Context: an optimization exercise on an open-source flow, tuned for small area and a short achievable clock period. The choices shown serve that exercise and are no tape-out recipe. Only simulation tests tie the RTL to the original design; equivalence was not proved.

==> flow/design.v (excerpt) <==
module ddc_core
(
    input  logic        ADC_CLK,
    input  logic        RST_N,
    input  logic [11:0] ADC_IN,
    input  logic        ENC_SW,
    input  logic        ENC_DIR,
    input  logic        ENC_CNT,
    input  logic        ENC_CLK,
    input  logic        DATA_ACK,
    output logic [15:0] OUT,
    output logic        DATA_RDY
);
Settings: LEC_CHECK=0, ABC_AREA=1, CAP_MARGIN=10, CORE_MARGIN=2, CORE_UTILIZATION=40, CTS_CLUSTER_DIAMETER=75, CTS_CLUSTER_SIZE=26, SLEW_MARGIN=10; clock period 8.0 ns.
standard.sh (not shown) runs the stock make flow with config.mk's settings and CLKGATE_MAP_FILE= SYNTH_SCRIPT=/design/flow/synth_recipe.tcl, a recipe that flattens the netlist after the stock synthesis.
==> flow/flow/run.sh <==
#!/bin/bash
# Own layout flow: the standard ORFS flow (standard.sh, unchanged synthesis script and
# constraints) with a few extra ORFS settings:
#  - port buffers are buf_4 cells instead of the default pick,
#  - the resizer may swap cells across footprints,
#  - timing repair aims at a larger setup margin.
set -euo pipefail
bash standard.sh \
  "SETUP_SLACK_MARGIN=${MARGIN:-5.25}" \
  "MATCH_CELL_FOOTPRINT=0" \
  "BUFFER_PORTS_ARGS=-buffer_cell sky130_fd_sc_hd__buf_4" \
  finish > standard_flow.log 2>&1
Rerun with:
- CAP_MARGIN: 10 -> 20
- CTS_CLUSTER_DIAMETER: 75 -> 60
- CTS_CLUSTER_SIZE: 26 -> 20
- SLEW_MARGIN: 10 -> 20
Result: Critical path depth rises by 8. Utilization climbs by 0.82 points. Area after synthesis is unchanged. Setup slack gains 0.023 ns. Worst hold slack is about the same. Fmax came out higher by 0.82%. Register-to-register slack degrades by 0.07 ns. Routed wire length increases by 0.32%.

---

## run X
Another version of the RTL of ddc_core (not shown whole).
For scale: ~5300 cells after synthesis, roughly 36 I/O pins, roughly 45000 um^2 of cells after synthesis.
==> flow/config.mk <==
export PLATFORM = sky130hd
export DESIGN_NAME = ddc_core
export DESIGN_NICKNAME = ddc_core
export VERILOG_FILES = /design/flow/design.v
export SDC_FILE = /design/flow/constraint.sdc
export NUM_CORES = 4
export LEC_CHECK = 0
export ABC_AREA = 1
export CAP_MARGIN = 20
export CORE_MARGIN = 2
export CORE_UTILIZATION = 40
export SLEW_MARGIN = 20
==> flow/constraint.sdc <==
create_clock -name core_clock -period 8.0 [get_ports {ADC_CLK}]
set_input_delay 1.6000 -clock core_clock [delete_from_list [all_inputs] [get_ports {ADC_CLK}]]
set_output_delay 1.6000 -clock core_clock [all_outputs]
set_load 0.01 [all_outputs]
==> flow/flow/run.sh <==
#!/bin/bash
# Own layout flow: the standard ORFS flow (standard.sh, unchanged synthesis script and
# constraints) with a few extra ORFS settings:
#  - port buffers are buf_4 cells instead of the default pick,
#  - the resizer may swap cells across footprints,
#  - timing repair aims at a larger setup margin.
set -euo pipefail
bash standard.sh \
  "SETUP_SLACK_MARGIN=${MARGIN:-5.4}" \
  "MATCH_CELL_FOOTPRINT=0" \
  "BUFFER_PORTS_ARGS=-buffer_cell sky130_fd_sc_hd__buf_4" \
  finish > standard_flow.log 2>&1
For run Y, these inputs were changed with respect to run X:
# run X
export LEC_CHECK = 0
export ABC_AREA = 1
export CAP_MARGIN = 20
export CORE_MARGIN = 2
export CORE_UTILIZATION = 40
export SLEW_MARGIN = 20
create_clock -name core_clock -period 8.0 [get_ports {ADC_CLK}]
# run Y
export LEC_CHECK = 0
export ABC_AREA = 1
export CAP_MARGIN = 20
export CORE_MARGIN = 2
export CORE_UTILIZATION = 60
export PLACE_DENSITY = 0.75
export SETUP_SLACK_MARGIN = 5
export SLEW_MARGIN = 20
create_clock -name core_clock -period 8.0 [get_ports {ADC_CLK}]
==> flow/run.sh (new file) <==
#!/bin/bash
# synth_recipe.tcl (not shown) runs the flow's synth.tcl, then flattens the netlist and writes it again
# the make line also repeats each setting of config.mk as NAME=value (left out here)
make -C /OpenROAD-flow-scripts/flow DESIGN_CONFIG=/design/flow/config.mk WORK_HOME=/design/flow/orfs CLKGATE_MAP_FILE= SYNTH_SCRIPT=/design/flow/synth_recipe.tcl finish
removed: flow/flow/run.sh
removed: flow/standard.sh
--- outcome ---
No stage failed in run Y, and the final checks on the layout all came back clean. Run Y against run X: storage element area roughly the same, sequential fraction of total cell area higher. Summary — number of instances resized during post-cts repair, run Y relative to run X: lower, by about 80%. The core of run Y is more densely filled than that of run X. Looking at sum of routed wire length over all layers across run Y and run X, the one that comes out lower is run Y. The run showing the greater fraction of the cycle the final worst path needs is run Y.

---

Setup of v29:
Starting RTL as in the previous note.
Settings: LEC_CHECK=0, ABC_AREA=1, CAP_MARGIN=20, CORE_MARGIN=2, CORE_UTILIZATION=40, CTS_BUF_LIST=sky130_fd_sc_hd__clkbuf_8 sky130_fd_sc_hd__clkbuf_16, CTS_CLUSTER_DIAMETER=50, CTS_CLUSTER_SIZE=24, SLEW_MARGIN=20; clock period 8.0 ns.
==> flow/flow/run.sh <==
#!/bin/bash
# Own layout flow: the standard ORFS flow (standard.sh, unchanged synthesis script and
# constraints) with a few extra ORFS settings:
#  - port buffers are buf_4 cells instead of the default pick,
#  - the resizer may swap cells across footprints,
#  - timing repair aims at a larger setup margin.
set -euo pipefail
bash standard.sh \
  "SETUP_SLACK_MARGIN=${MARGIN:-5.25}" \
  "MATCH_CELL_FOOTPRINT=0" \
  "BUFFER_PORTS_ARGS=-buffer_cell sky130_fd_sc_hd__buf_4" \
  finish > standard_flow.log 2>&1
v29 went all the way through the flow, and no timing, DRC or antenna check failed.
Setup changes, v29 to v48
- a deleted CTS_BUF_LIST that had been sky130_fd_sc_hd__clkbuf_8 sky130_fd_sc_hd__clkbuf_16
- a deleted CTS_CLUSTER_DIAMETER that had been 50
- a deleted CTS_CLUSTER_SIZE that had been 24
Findings:
Taking v29 as the reference, in v48 detailed-placement wirelength estimate held, overall routed net length went down 0.65%, post-route non-filler standard cell count went down 41, transition at the pin with the smallest max-transition slack went down 0.0032 ns. v48: core utilization lower than v29. Fmax: v48 above v29. ~same final-layout worst hold slack in v48 and v29. Re relative area change from synthesis to final layout: v48 and v29 aren't equal, and the lower value belongs to v48.
Modified inputs, v27 compared to v48
- CTS_CLUSTER_SIZE newly set to 20
- CTS_CLUSTER_DIAMETER newly set to 60
Results
In summary, v27 completed successfully, with a layout that passed the timing, design-rule and antenna checks.
Diff v48 -> v27: global routing usage summed across all routing layers shows no meaningful change.
Edits applied to the flow inputs when going from v27 to v8:
- CORE_UTILIZATION now 60, was 40
- CTS_CLUSTER_SIZE no longer set, was 20
- CTS_CLUSTER_DIAMETER no longer set, was 60
- PLACE_DENSITY now 0.75, previously not set
Results
On wire length, v27 tracks v8 almost exactly.
Post-cts gate resize count: v8 vs v27 up 2
v8 — highest fanout seen on the critical path 5 higher, v27 as reference
[compare] base=v27 new=v8: number of cells in the finished layout apart from fillers has decreased, global-route usage climbed 8.9 points, post-synthesis register bit count level, core utilization rose by 22 points.
On maximum frequency, the lower figure sits with v8, not v27.
Number of inserted filler cells in the final layout (v27 / v8): 1.9
v8 reports a lower worst setup slack than v27 does.

---

## wip/xenon
ddc_core with an RTL version that a note above also has.
For scale: about 5300 cells after synthesis, roughly 36 I/O pins, roughly 43000 um2 of cells after synthesis.
export LEC_CHECK = 0
export ABC_AREA = 1
export CAP_MARGIN = 20
export CORE_MARGIN = 2
export CORE_UTILIZATION = 40
export CTS_CLUSTER_DIAMETER = 75
export CTS_CLUSTER_SIZE = 26
export SLEW_MARGIN = 20
create_clock -name core_clock -period 8.0 [get_ports {ADC_CLK}]
==> flow/flow/run.sh <==
#!/bin/bash
# Own layout flow: the standard ORFS flow (standard.sh, unchanged synthesis script and
# constraints) with a few extra ORFS settings:
#  - port buffers are buf_4 cells instead of the default pick,
#  - the resizer may swap cells across footprints,
#  - timing repair aims at a larger setup margin.
set -euo pipefail
bash standard.sh \
  "SETUP_SLACK_MARGIN=${MARGIN:-5.15}" \
  "MATCH_CELL_FOOTPRINT=0" \
  "BUFFER_PORTS_ARGS=-buffer_cell sky130_fd_sc_hd__buf_4" \
  finish > standard_flow.log 2>&1
wip/xenon: full flow OK, the timing, design-rule and antenna checks passed
Here is what was changed in the inputs of wip/tundra compared with wip/xenon.
diff --git a/flow/flow/run.sh b/flow/flow/run.sh
--- a/flow/flow/run.sh
+++ b/flow/flow/run.sh
@@ -7,5 +7,5 @@
 set -euo pipefail
 bash standard.sh \
-  "SETUP_SLACK_MARGIN=${MARGIN:-5.15}" \
+  "SETUP_SLACK_MARGIN=${MARGIN:-5.25}" \
   "MATCH_CELL_FOOTPRINT=0" \
   "BUFFER_PORTS_ARGS=-buffer_cell sky130_fd_sc_hd__buf_4" \
==> comparison <==
Total detailed-routing wirelength for wip/tundra: about 3% up relative to wip/xenon
wip/tundra reports its critical setup path kind as flip-flop to primary output while wip/xenon reports flip-flop to flip-flop.
Taking wip/xenon as the reference, in wip/tundra design area has increased; relative area change from synthesis to final layout has increased; share of the clock period used by the worst path has decreased.
Modified inputs, wip/garnet compared to wip/tundra
- putting PLACE_DENSITY at 0.7 where nothing was set
==> run notes <==
The flow did not stop early for wip/garnet: all stages ran, and the layout cleared the timing, design-rule and antenna checks. In the metrics for wip/tundra and wip/garnet, the one carrying the higher final hold slack is wip/garnet. What wip/garnet reported for number of violations reported at the end of detailed-routing iteration 0 has to be multiplied by 0.906 to get the figure for wip/tundra. Run comparison: wip/garnet critical path capture point OUT[1]; wip/tundra critical path capture point DATA_RDY. | share of final layout cell area taken by non-clock buffers | higher: wip/tundra |.

-- separate check: timing with driven ports --
Ports are ideal in the flow. The routed layouts listed here were re-timed in OpenROAD.
Step 1, drivers: a clkbuf_16 drives ADC_CLK and a buf_2 each remaining input, both assumed.
Step 2, shift: input delay + t, output delay - t, t = (earliest + latest rising clock arrival at the registers) / 2. This alone moves slack from input paths to output paths.
Slacks: no drivers / after step 1 / after step 2; pairs: no drivers / after step 1.
| run | t (ns) | setup slack, ns | hold slack, ns | worst slew at a driven data input, ns |
|---|---|---|---|---|
| the first run of note 1 | 0.689 | 5.191 / 5.124 / 4.840 | 0.350 / 0.350 / 0.350 | 0.06 |
| the second run of note 1 | 0.688 | 5.213 / 5.162 / 4.865 | 0.348 / 0.348 / 0.348 | 0.06 |
| run X | 0.708 | 5.160 / 5.096 / 4.876 | 0.344 / 0.344 / 0.344 | 0.08 |
| run Y | 0.680 | 5.015 / 4.963 / 4.515 | 0.347 / 0.347 / 0.347 | 0.06 |
| v29 | 0.720 | 5.189 / 5.126 / 4.796 | 0.346 / 0.346 / 0.346 | 0.07 |
| v48 | 0.704 | 5.203 / 5.139 / 4.791 | 0.345 / 0.345 / 0.345 | 0.07 |
| v27 | 0.695 | 5.216 / 5.152 / 4.787 | 0.346 / 0.346 / 0.346 | 0.07 |
| v8 | 0.683 | 5.158 / 5.136 / 4.803 | 0.347 / 0.347 / 0.347 | 0.06 |
| wip/xenon | 0.688 | 5.132 / 5.132 / 4.817 | 0.355 / 0.355 / 0.355 | 0.05 |
| wip/tundra | 0.689 | 5.191 / 5.124 / 4.840 | 0.350 / 0.350 / 0.350 | 0.06 |
| wip/garnet | 0.709 | 5.183 / 5.118 / 4.857 | 0.353 / 0.353 / 0.353 | 0.07 |
After both steps setup and hold are still met in every run listed. The setup slack of run Y, which loses most, moves by -0.052 ns with the drivers and by -0.500 ns with both steps. Setup slack includes reset recovery checks.
